Source: an optimization exercise on an open RTL-to-GDS flow (aim: small area). Production flows keep margins and buffers that such runs may drop.
The RTL was checked by simulation tests, not by an equivalence proof against the original design.
No activity file was given, so power comes from the tool's default toggle rates.

// register_file
module register_file #(
    parameter int unsigned XLEN  = 32,
    parameter int unsigned NREG  = 32,
    parameter int unsigned CNT_W = 32
) (
    input  logic                     clk,
    input  logic                     rst,
    input  logic                     RegWriteW,
    input  logic [$clog2(NREG)-1:0]  RdW,
    input  logic [XLEN-1:0]          ResultW,
    input  logic [$clog2(NREG)-1:0]  A1,
    input  logic [$clog2(NREG)-1:0]  A2,
    output logic [XLEN-1:0]          RD1,
    output logic [XLEN-1:0]          RD2,
    input  logic [$clog2(NREG)-1:0]  DbgA,
    output logic [XLEN-1:0]          DbgRD,
    output logic [CNT_W-1:0]         WriteCount
);
export LEC_CHECK = 0
export CAP_MARGIN = 20
export CORE_MARGIN = 2
export CORE_UTILIZATION = 45
export GPL_TIMING_DRIVEN = 0
export SETUP_SLACK_MARGIN = 0.2
export SLEW_MARGIN = 20
export SYNTH_HIERARCHICAL = 1
create_clock -name core_clock -period 6.5 [get_ports {clk}]
standard.sh (not shown) runs the stock make flow with config.mk's settings and CLKGATE_MAP_FILE= SYNTH_SCRIPT=/design/flow/synth_recipe.tcl, a recipe that flattens the netlist after the stock synthesis.
==> flow/flow/run.sh <==
#!/bin/bash
# Standard ORFS layout (the standard.sh) with two changes: ports are
# buffered with the smallest buffer, and the clock tree is built from
# mid-size clock buffers in larger sink clusters, without dummy loads.
set -euo pipefail
W=$(pwd)
cat > "$W/own_config.mk" <<EOT
include $W/config.mk
export BUFFER_PORTS_ARGS = -buffer_cell sky130_fd_sc_hd__buf_1
export CTS_ARGS = -sink_clustering_enable -repair_clock_nets -dont_use_dummy_load -sink_clustering_size 30 -sink_clustering_max_diameter 100 -buf_list {sky130_fd_sc_hd__clkbuf_8 sky130_fd_sc_hd__clkbuf_16}
EOT
sed "s#DESIGN_CONFIG=[^ ]*#DESIGN_CONFIG=$W/own_config.mk#" standard.sh > own_standard.sh
bash own_standard.sh finish > "$W/orfs_make.log" 2>&1
Then changed:
--- a/flow/flow/run.sh
+++ b/flow/flow/run.sh
@@ -8,5 +8,5 @@
 include $W/config.mk
 export BUFFER_PORTS_ARGS = -buffer_cell sky130_fd_sc_hd__buf_1
-export CTS_ARGS = -sink_clustering_enable -repair_clock_nets -dont_use_dummy_load -sink_clustering_size 30 -sink_clustering_max_diameter 100 -buf_list {sky130_fd_sc_hd__clkbuf_8 sky130_fd_sc_hd__clkbuf_16}
+export CTS_ARGS = -sink_clustering_enable -repair_clock_nets -dont_use_dummy_load -sink_clustering_size 22 -sink_clustering_max_diameter 80 -buf_list {sky130_fd_sc_hd__clkbuf_8 sky130_fd_sc_hd__clkbuf_16}
 EOT
 sed "s#DESIGN_CONFIG=[^ ]*#DESIGN_CONFIG=$W/own_config.mk#" standard.sh > own_standard.sh
Settings changed: PLACE_DENSITY set to 0.75, SETUP_SLACK_MARGIN 0.2 to 0.4.
Outcome: The new run completed with no timing, DRC or antenna violations. Power goes up by 2.0%. Wire length shrinks by 12%. Sequential power hardly moves. Via count drops by 2.9%. Register-to-register slack is better by 30 ps. Design area hardly moves. Synthesized area does not change. Setup slack gets better by 360 ps. Die area stays the same.
Then changed:
--- a/flow/flow/run.sh
+++ b/flow/flow/run.sh
@@ -8,5 +8,5 @@
 include $W/config.mk
 export BUFFER_PORTS_ARGS = -buffer_cell sky130_fd_sc_hd__buf_1
-export CTS_ARGS = -sink_clustering_enable -repair_clock_nets -dont_use_dummy_load -sink_clustering_size 22 -sink_clustering_max_diameter 80 -buf_list {sky130_fd_sc_hd__clkbuf_8 sky130_fd_sc_hd__clkbuf_16}
+export CTS_ARGS = -sink_clustering_enable -repair_clock_nets -dont_use_dummy_load -sink_clustering_size 25 -sink_clustering_max_diameter 80 -buf_list {sky130_fd_sc_hd__clkbuf_8 sky130_fd_sc_hd__clkbuf_16}
 EOT
 sed "s#DESIGN_CONFIG=[^ ]*#DESIGN_CONFIG=$W/own_config.mk#" standard.sh > own_standard.sh
Settings changed: CORE_UTILIZATION 45 to 50.
What happened: Total power is about the same. Global-route usage climbs by 6.7 points. Via count climbs by 3.3%. Wire length climbs by about 6%. Final area drops by 0.60%. Fmax drops by 4.2%.
Then changed:
--- a/flow/flow/run.sh
+++ b/flow/flow/run.sh
@@ -8,5 +8,5 @@
 include $W/config.mk
 export BUFFER_PORTS_ARGS = -buffer_cell sky130_fd_sc_hd__buf_1
-export CTS_ARGS = -sink_clustering_enable -repair_clock_nets -dont_use_dummy_load -sink_clustering_size 25 -sink_clustering_max_diameter 80 -buf_list {sky130_fd_sc_hd__clkbuf_8 sky130_fd_sc_hd__clkbuf_16}
+export CTS_ARGS = -sink_clustering_enable -repair_clock_nets -dont_use_dummy_load -sink_clustering_size 30 -sink_clustering_max_diameter 80 -buf_list {sky130_fd_sc_hd__clkbuf_8 sky130_fd_sc_hd__clkbuf_16}
 EOT
 sed "s#DESIGN_CONFIG=[^ ]*#DESIGN_CONFIG=$W/own_config.mk#" standard.sh > own_standard.sh
Settings changed: CORE_UTILIZATION 50 to 45.
The changed run completed without violations. Combinational power came out lower by about 2%. Global-route usage came out lower by 6.8 points. Setup slack is better by 230 ps. Maximum frequency came out higher by 3.9%. Routed wire length came out lower by about 6.5%. Design area stays flat. Core utilization came out lower by 5.5 points.

[afterwards: timing with drivers on the ports]
The results above use ideal ports. As a check the final layouts listed here were re-extracted and re-timed, cells and wires unchanged. Step 1, drivers: a clkbuf_16 drives clk and a buf_2 each remaining input, both assumed. Step 2 moves the port delays by t, midway between the first and last clock arrival at a register: inputs arrive t later, outputs are due t later. That takes back most of the time a late clock gives input paths. Three values: ideal, step 1, step 2; two values: the first two.
run	t (ns)	setup WS [ns]	worst slew at a driven data input, ns	cell pins on the clock port's net
the first run	0.736	0.252 / 0.169 / 0.169	0.17	1
the second run	0.744	0.611 / 0.562 / 0.562	0.13	1
the third run	0.750	0.355 / 0.230 / 0.230	0.18	1
the fourth run	0.713	0.585 / 0.540 / 0.540	0.13	1
After both steps setup and hold are still met in every run listed. For the third run, which loses most, drivers alone change the setup slack by -0.125 ns; drivers and shift together by -0.125 ns.
